From an optimization exercise on the open Yosys and OpenROAD flow, aimed at small area, a short achievable clock period and few clock cycles; shortcuts taken in it are not production practice. At most, simulation tests tie the RTL to the original design; equivalence was not proved.

## aesKeyExpansionApb
module aesKeyExpansionApb (
    input  logic                 clk,
    input  logic                 reset,
    input  logic                 psel,
    input  logic                 penable,
    input  logic                 pwrite,
    input  logic [aesKeyPkg::addrWidth-1:0] paddr,
    input  logic [aesKeyPkg::wordWidth-1:0] pwdata,
    output logic [aesKeyPkg::wordWidth-1:0] prdata,
    output logic                 pready,
    output logic                 pslverr
);
Settings: LEC_CHECK=0, ABC_AREA=1, CAP_MARGIN=20, CORE_MARGIN=2, CORE_UTILIZATION=55, CTS_BUF_LIST=sky130_fd_sc_hd__clkbuf_8, CTS_CLUSTER_DIAMETER=60, CTS_CLUSTER_SIZE=16, GPL_ROUTABILITY_DRIVEN=0, PLACE_DENSITY=0.66, SLEW_MARGIN=20; clock period 8.0 ns.
standard.sh (not shown) runs the stock make flow with config.mk's settings and CLKGATE_MAP_FILE= SYNTH_SCRIPT=/design/flow/synth_recipe.tcl, a recipe that flattens the netlist after the stock synthesis.
==> flow/flow/run.sh <==
#!/bin/bash
# Layout flow: the standard ORFS flow (standard.sh, with the standard
# synthesis unchanged and the settings of config.mk), except that the port
# buffers every input and output gets are the plain buffer named in
# flow/port_buffer.txt, and timing repair aims for the setup margin in
# flow/margin.txt. The full make output goes to flow_make.log here.
set -euo pipefail
BUF=$(cat flow/port_buffer.txt)
MARGIN=$(cat flow/margin.txt)
bash standard.sh "BUFFER_PORTS_ARGS=-buffer_cell $BUF" "SETUP_SLACK_MARGIN=$MARGIN" finish > flow_make.log 2>&1
==> flow/flow/margin.txt <==
5.15
==> flow/flow/port_buffer.txt <==
sky130_fd_sc_hd__buf_1
The first run completed without violations.
Testbench counts at the start, summed over its fixed seeds: cycles 18,048.
Next try:
==> flow/flow/run.sh (replaced) <==
#!/bin/bash
# Layout flow: the standard ORFS flow (standard.sh, with the standard
# synthesis unchanged and the settings of config.mk), except that the port
# buffers every input and output gets are the plain buffer named in
# flow/port_buffer.txt. The full make output goes to flow_make.log here.
set -euo pipefail
BUF=$(cat flow/port_buffer.txt)
bash standard.sh "BUFFER_PORTS_ARGS=-buffer_cell $BUF" finish > flow_make.log 2>&1
Settings changed: GPL_ROUTABILITY_DRIVEN 0 to not set, SETUP_SLACK_MARGIN set to 5.0.
removed: flow/flow/margin.txt
Outcome: The changed run completed with no timing, DRC or antenna violations; wire length falls by 0.36%; synthesized cell count stays the same; non-clock buffer count falls by 6; cell area rises by about 0.5%.
Next try:
==> flow/flow/run.sh (replaced) <==
#!/bin/bash
# Layout flow: the standard ORFS flow (standard.sh, with the standard
# synthesis unchanged and the settings of config.mk), except that the port
# buffers every input and output gets are the plain buffer named in
# flow/port_buffer.txt, and timing repair aims for the setup margin in
# flow/margin.txt. The full make output goes to flow_make.log here.
set -euo pipefail
BUF=$(cat flow/port_buffer.txt)
MARGIN=$(cat flow/margin.txt)
bash standard.sh "BUFFER_PORTS_ARGS=-buffer_cell $BUF" "SETUP_SLACK_MARGIN=$MARGIN" finish > flow_make.log 2>&1
==> flow/flow/margin.txt (new file) <==
5.15
Settings changed: CTS_BUF_LIST sky130_fd_sc_hd__clkbuf_8 to sky130_fd_sc_hd__clkbuf_4, CTS_CLUSTER_DIAMETER 60 to 40, CTS_CLUSTER_SIZE 16 to 10, SETUP_SLACK_MARGIN 5.0 to not set.
Register-to-register slack improved by 0.05 ns.
Hold slack is worse by 0.0072 ns.
Utilization rises by 0.90 points.
Setup slack degrades by 0.020 ns.
Synthesized area is unchanged.
First-iteration DRC count stays flat.
Global-route usage goes up by 0.61 points.
Next try:
Settings changed: CAP_MARGIN 20 to 5, CTS_BUF_LIST sky130_fd_sc_hd__clkbuf_4 to sky130_fd_sc_hd__clkbuf_8, CTS_CLUSTER_DIAMETER 40 to 60, CTS_CLUSTER_SIZE 10 to 16, SLEW_MARGIN 20 to 5.
Sequential share of layout area is higher by 0.61 points. Sequential cell count is unchanged. Synthesized area is unchanged. Utilization fell by 1.1 points. Wire length goes down by 0.96%. Setup slack improves by 0.085 ns. Hold slack gets worse by 0.016 ns. Register-to-register slack got worse by 0.05 ns. First-iteration DRC count decreases by 13%.

* * *

Another version of the RTL of aesKeyExpansionApb (not shown whole).
Size: about 1800 cells after synthesis, roughly 0.020 sq mm of cells after synthesis.
// aesKeyExpansionApb
module aesKeyExpansionApb (
    input  logic                 clk,
    input  logic                 reset,
    input  logic                 psel,
    input  logic                 penable,
    input  logic                 pwrite,
    input  logic [aesKeyPkg::addrWidth-1:0] paddr,
    input  logic [aesKeyPkg::wordWidth-1:0] pwdata,
    output logic [aesKeyPkg::wordWidth-1:0] prdata,
    output logic                 pready,
    output logic                 pslverr
);
Settings: LEC_CHECK=0, CAP_MARGIN=20, CORE_MARGIN=2, CORE_UTILIZATION=40, CTS_BUF_LIST=sky130_fd_sc_hd__clkbuf_8, CTS_CLUSTER_DIAMETER=60, CTS_CLUSTER_SIZE=16, SLEW_MARGIN=20; clock period 8.0 ns.
==> flow/flow/run.sh <==
#!/bin/bash
# Layout flow: the standard ORFS flow (standard.sh, with the standard
# synthesis unchanged and the settings of config.mk), except that the port
# buffers every input and output gets are the plain buffer named in
# flow/port_buffer.txt, and timing repair aims for the setup margin in
# flow/margin.txt. The full make output goes to flow_make.log here.
set -euo pipefail
BUF=$(cat flow/port_buffer.txt)
MARGIN=$(cat flow/margin.txt)
bash standard.sh "BUFFER_PORTS_ARGS=-buffer_cell $BUF" "SETUP_SLACK_MARGIN=$MARGIN" finish > flow_make.log 2>&1
==> flow/flow/margin.txt <==
5.3
Scripts as last shown in full above: flow/flow/port_buffer.txt
The starting point produced a clean layout.
Testbench counts at the start, summed over its fixed seeds: cycles 18,048.
Then changed:
==> flow/flow/run.sh (replaced) <==
#!/bin/bash
# Layout flow: the standard ORFS flow (standard.sh, with the standard
# synthesis unchanged and the settings of config.mk), except that the port
# buffers every input and output gets are the plain buffer named in
# flow/port_buffer.txt. The full make output goes to flow_make.log here.
set -euo pipefail
BUF=$(cat flow/port_buffer.txt)
bash standard.sh "BUFFER_PORTS_ARGS=-buffer_cell $BUF" finish > flow_make.log 2>&1
- ABC_AREA: default -> 1
- CORE_UTILIZATION: 40 -> 55
- PLACE_DENSITY: default -> 0.66
- SETUP_SLACK_MARGIN: default -> 5.0
- TNS_END_PERCENT: default -> 10
removed: flow/flow/margin.txt
What happened: The changed run went through all stages and came out clean; worst setup slack degrades by 0.12 ns; synthesized area came out lower by 5.0%; hold slack loses 0.055 ns; utilization rose by 13 points; global-route usage came out higher by 10 points; synthesized cell count increases by about 17%; design area drops by 12%.
Then changed:
- CORE_UTILIZATION: 55 -> 40
- PLACE_DENSITY: 0.66 -> default
- SETUP_SLACK_MARGIN: 5.0 -> 4.7
- TNS_END_PERCENT: 10 -> default
Die area rises by 37%; sequential share of layout area falls by 0.46 points; core utilization falls by 16 points; synthesized cell count is unchanged; non-clock buffer count rises by 1; worst setup slack degrades by 0.51 ns; global-route usage falls by 7.3 points; final area rises by 0.97%.
Then changed:
- CORE_UTILIZATION: 40 -> 55
- PLACE_DENSITY: default -> 0.66
- SETUP_SLACK_MARGIN: 4.7 -> 5.0
=> The changed run finished clean; global-route usage went up by 7.2 points; setup slack gets better by 0.61 ns; maximum frequency went up by 21%; routed wire length went down by 3.8%; count of clock-buffer cells in the layout went down by 7; clock skew went up by 0.021 ns; cell area went down by 0.91%.
Then changed:
==> flow/run.sh (new file) <==
#!/bin/bash
# synth_recipe.tcl (not shown) runs the flow's synth.tcl, then flattens the netlist and writes it again
# the make line also repeats each setting of config.mk as NAME=value (left out here)
make -C /OpenROAD-flow-scripts/flow DESIGN_CONFIG=/design/flow/config.mk WORK_HOME=/design/flow/orfs CLKGATE_MAP_FILE= SYNTH_SCRIPT=/design/flow/synth_recipe.tcl finish
- CORE_UTILIZATION: 55 -> 40
- PLACE_DENSITY: 0.66 -> default
removed: flow/flow/run.sh
removed: flow/flow/port_buffer.txt
removed: flow/standard.sh
What happened: Routed wire length grows by 6.5%. Area after synthesis does not change. Hold slack gets better by 0.0058 ns. Die area came out higher by 37%. Maximum frequency went down by 1.9%. Utilization goes down by 14 points. Via count grows by 0.42%. Setup slack is worse by 0.057 ns.
Then changed:
- ABC_AREA: 1 -> default
Count of clock-buffer cells in the layout climbs by 2.
Setup slack improves by 0.021 ns.
Die area climbs by about 5%.
Routed wire length drops by 11%.
Sequential share of layout area drops by 2.4 points.

* * *

Setup of middle:
aesKeyExpansionApb, a different RTL version from the one above (not shown whole).
For scale: roughly 340 flip-flops, ~83 I/O pins, ~19000 um2 of cells after synthesis.
export LEC_CHECK = 0
export CAP_MARGIN = 20
export CORE_MARGIN = 2
export CORE_UTILIZATION = 40
export SETUP_SLACK_MARGIN = 3.5
export SLEW_MARGIN = 20
create_clock -name core_clock -period 8.0 [get_ports {clk}]
run.sh (not shown) runs the stock make flow with config.mk's settings and CLKGATE_MAP_FILE= SYNTH_SCRIPT=/design/flow/synth_recipe.tcl, a recipe that flattens the netlist after the stock synthesis.
Stock flow here: none of the scripts above is used.
middle completed; timing, DRC and antenna clean
Modified inputs, south compared to middle
Settings: SETUP_SLACK_MARGIN removed (was 3.5).
### Flow results
- Worst slack at placement delta for south relative to middle: 7.0 ps lower
- Compared with middle, south shows a clock-buffer cell count that is about 2% higher.
- Going from middle to south, maximum clock frequency shrinks by 1.6%.
- south against middle: number of fill cells in the layout climbed about 0.9%.
- Of the two candidates, middle has the better time the final worst path needs with I/O delays and setup and south the worse one.
- [compare] base=middle new=south: final estimated routing congestion in global placement now sits lower.
- met2 usage is lower on middle
- Relative to middle, worst hold slack across all endpoints has gone down in south.
Function was not checked in any run of this note: the RTL went through the layout flow alone.

* * *

== the reference run ==
Another version of the RTL of aesKeyExpansionApb (not shown whole).
Size in the first run: roughly 1600 cells after synthesis, ~310 flip-flops, roughly 83 I/O pins.
Settings: LEC_CHECK=0, CAP_MARGIN=20, CORE_MARGIN=2, CORE_UTILIZATION=40, SLEW_MARGIN=20; clock period 8.0 ns.
Testbench counts of the reference run, summed over its fixed seeds: cycles 18,048.
Setup changes, the reference run to the trial run
- putting SETUP_SLACK_MARGIN at 5.0 where nothing was set
### Flow results
- From the reference run to the trial run, total die area did not move at all.
- Final non-filler cell total went up by more than 10% going from the reference run to the trial run.
- The trial run: cell area reported after detailed placement 360 µm² above the reference run

* * *

## old
Another version of the RTL of aesKeyExpansionApb (not shown whole).
Size in the first run: roughly 2100 cells after synthesis, about 83 I/O pins, roughly 19000 sq um of cells after synthesis.
Design aesKeyExpansionApb, start of the top module:
module aesKeyExpansionApb (
    input  logic                 clk,
    input  logic                 reset,
    input  logic                 psel,
    input  logic                 penable,
    input  logic                 pwrite,
    input  logic [aesKeyPkg::addrWidth-1:0] paddr,
    input  logic [aesKeyPkg::wordWidth-1:0] pwdata,
    output logic [aesKeyPkg::wordWidth-1:0] prdata,
    output logic                 pready,
    output logic                 pslverr
);
    logic       setup;
    logic       isKey;
    logic       isCtrl;
    logic       isStatus;
    logic       isRk;
    logic       rkPage;
    logic       rkValid;
    logic       rkRead;
    logic       errIn;
    logic [3:0] tgtIn;
    assign setup = psel & ~penable;
    assign isKey = (paddr[11:4] == 8'h00) & (paddr[1:0] == 2'b00);
    assign isCtrl = (paddr == aesKeyPkg::ctrlAddr);
    assign isStatus = (paddr == aesKeyPkg::statusAddr);
    assign isRk = (paddr[11:8] != 4'h0);
    assign rkPage = (paddr[11:8] == 4'h1);
  ...
==> flow/config.mk <==
export PLATFORM = sky130hd
export DESIGN_NAME = aesKeyExpansionApb
export DESIGN_NICKNAME = aesKeyExpansionApb
export VERILOG_FILES = /design/flow/design.v
export SDC_FILE = /design/flow/constraint.sdc
export NUM_CORES = 4
export LEC_CHECK = 0
export ABC_AREA = 1
export CAP_MARGIN = 20
export CORE_MARGIN = 2
export CORE_UTILIZATION = 65
export CTS_BUF_LIST = sky130_fd_sc_hd__clkbuf_8
export CTS_CLUSTER_DIAMETER = 60
export CTS_CLUSTER_SIZE = 16
export PLACE_DENSITY = 0.76
export SLEW_MARGIN = 20
==> flow/constraint.sdc <==
create_clock -name core_clock -period 8.0 [get_ports {clk}]
set_input_delay 1.6000 -clock core_clock [delete_from_list [all_inputs] [get_ports {clk}]]
set_output_delay 1.6000 -clock core_clock [all_outputs]
set_load 0.01 [all_outputs]
standard.sh (not shown) runs the stock make flow with config.mk's settings and CLKGATE_MAP_FILE= SYNTH_SCRIPT=/design/flow/synth_recipe.tcl, a recipe that flattens the netlist after the stock synthesis.
==> flow/flow/run.sh <==
#!/bin/bash
# Layout flow: the standard ORFS flow (standard.sh, with the standard
# synthesis unchanged and the settings of config.mk), except that the port
# buffers every input and output gets are the plain buffer named in
# flow/port_buffer.txt, and timing repair aims for the setup margin in
# flow/margin.txt. The full make output goes to flow_make.log here.
set -euo pipefail
BUF=$(cat flow/port_buffer.txt)
MARGIN=$(cat flow/margin.txt)
bash standard.sh "BUFFER_PORTS_ARGS=-buffer_cell $BUF" "SETUP_SLACK_MARGIN=$MARGIN" finish > flow_make.log 2>&1
==> flow/flow/margin.txt <==
5.15
==> flow/flow/port_buffer.txt <==
sky130_fd_sc_hd__buf_1
The flow did not stop early for old: all stages ran, and the layout cleared the timing, design-rule and antenna checks.
What new does differently from old at the input level:
Settings: changing CORE_UTILIZATION from 65 to 55; changing PLACE_DENSITY from 0.76 to 0.66.
### Flow results
new finished every stage and its layout cleared the timing, design-rule and antenna checks. [compare] base=old new=new: number of cell instances on the worst register-to-register path climbed 3, later-pin clock latency in the skew report dropped 0.07 ns, cell area barely changed, final hold slack climbed 0.053 ns. For old, the top layer reached by signal wires was met4, unlike new, where it was met5. For new, the capture point of the worst path was rdata[15]$_DFF_P_, unlike old, where it was prdata[24]. Relative to old, the minimum clock period after layout of new is lower by 0.041 ns.
No run of this note included a check of the RTL's function; only the layout flow was run.

* * *

main:
aesKeyExpansionApb with an RTL version that a note above also has.
Size in the first run: ~370 flip-flops, ~83 I/O pins, roughly 19000 sq um of cells after synthesis.
## aesKeyExpansionApb
module aesKeyExpansionApb (
    input  logic                 clk,
    input  logic                 reset,
    input  logic                 psel,
    input  logic                 penable,
    input  logic                 pwrite,
    input  logic [aesKeyPkg::addrWidth-1:0] paddr,
    input  logic [aesKeyPkg::wordWidth-1:0] pwdata,
    output logic [aesKeyPkg::wordWidth-1:0] prdata,
    output logic                 pready,
    output logic                 pslverr
);
clock: 8.0 ns
lec_check: 0
abc_area: 1
cap_margin: 20
core_margin: 2
core_utilization: 40
cts_buf_list: sky130_fd_sc_hd__clkbuf_8
cts_cluster_diameter: 60
cts_cluster_size: 16
slew_margin: 20
Scripts as last shown in full above: flow/flow/run.sh, flow/flow/margin.txt, flow/flow/port_buffer.txt
Testbench counts of main, summed over its fixed seeds: cycles 18,048.
Input changes introduced in the feature branch (baseline for comparison: main):
- putting SETUP_SLACK_MARGIN at 5.0 where nothing was set
- clearing ABC_AREA, which used to be 1
==> flow/flow/run.sh <==
#!/bin/bash
# Layout flow: the standard ORFS flow (standard.sh, with the standard
# synthesis unchanged and the settings of config.mk), except that the port
# buffers every input and output gets are the plain buffer named in
# flow/port_buffer.txt. The full make output goes to flow_make.log here.
set -euo pipefail
BUF=$(cat flow/port_buffer.txt)
bash standard.sh "BUFFER_PORTS_ARGS=-buffer_cell $BUF" finish > flow_make.log 2>&1
removed: flow/flow/margin.txt
## What came out
main ended up with pslverr as its worst setup path endpoint; the feature branch ended up with rdata[22]$_DFF_P_.
The feature branch vs. main: routed wire length went down by 6100 um.
[compare] base=main new=the feature branch: post-synthesis share of cell area spent on full adders, half adders and majority gates now sits at about the same level, cell area higher, number of buffers other than clock buffers in the final layout increased by 9 relative to the old numbers.
For main, the master of the slowest instance on the critical path was edfxtp_1, unlike the feature branch, where it was mux4_2.
Going from main to the feature branch, fraction of area in multi-input gates has increased; measured slew at the worst slew-check pin went down 0.039 ns; y dimension of the die climbed 2.6%; worst setup slack shows a reduction of 0.13 ns; cell count decreased 12%.

separate check: timing with driven ports:
The flow's constraints put no driver on any port. The routed layouts listed below were extracted and timed again, unchanged, in two steps. Step 1 assumes that a clkbuf_16 drives the clock port and a buf_2 every other input. Step 2 adds t to the input delays and takes it off the output delays; t is the mean of the earliest and latest rising clock arrival at the registers after step 1. Input paths then give back, and output paths get back, about the clock's delay inside the block. a / b / c = ideal ports / drivers / drivers and shift; a / b = the first two.
run	shift t [ns]	slack for setup (ns)	worst setup path after step 2	worst register clock-pin slew, ns	cell pins on the clock port's net
the first run of note 1	0.604	5.227 / 5.193 / 4.649	input to register	0.11 / 0.11	1
the second run of note 1	0.621	5.114 / 5.069 / 4.448	input to register	0.11 / 0.11	1
the third run of note 1	0.849	5.094 / 5.048 / 4.361	input to register	0.12 / 0.12	1
the fourth run of note 1	0.617	5.179 / 5.130 / 4.639	input to register	0.10 / 0.10	1
the first run of note 2	0.659	5.102 / 5.109 / 4.451	input to register	0.11 / 0.11	1
the second run of note 2	0.695	4.984 / 5.006 / 4.311	input to register	0.11 / 0.11	1
the third run of note 2	0.651	4.479 / 4.475 / 3.825	input to register	0.11 / 0.11	1
the fourth run of note 2	0.693	5.089 / 5.089 / 4.426	input to register	0.11 / 0.11	1
the fifth run of note 2	0.716	5.032 / 4.979 / 4.351	input to register	0.11 / 0.11	1
the sixth run of note 2	0.652	5.053 / 5.038 / 4.421	input to register	0.11 / 0.11	1
middle	0.599	3.524 / 3.558 / 2.960	input to register	0.06 / 0.06	1
south	0.605	3.452 / 3.485 / 2.880	input to register	0.06 / 0.06	1
the reference run	0.612	1.518 / 1.518 / 1.518	register to register	0.07 / 0.07	1
the trial run	0.608	2.896 / 2.896 / 2.896	register to register	0.06 / 0.06	1
old	0.673	5.183 / 5.134 / 4.549	input to register	0.11 / 0.11	1
new	0.596	5.224 / 5.203 / 4.627	input to register	0.11 / 0.11	1
main	0.712	5.162 / 5.109 / 4.454	input to register	0.11 / 0.11	1
the feature branch	0.657	5.031 / 5.042 / 4.401	input to register	0.11 / 0.11	1
After both steps every run listed still meets setup and hold. For the third run of note 1, which loses most, drivers alone change the setup slack by -0.046 ns; drivers and shift together by -0.733 ns.
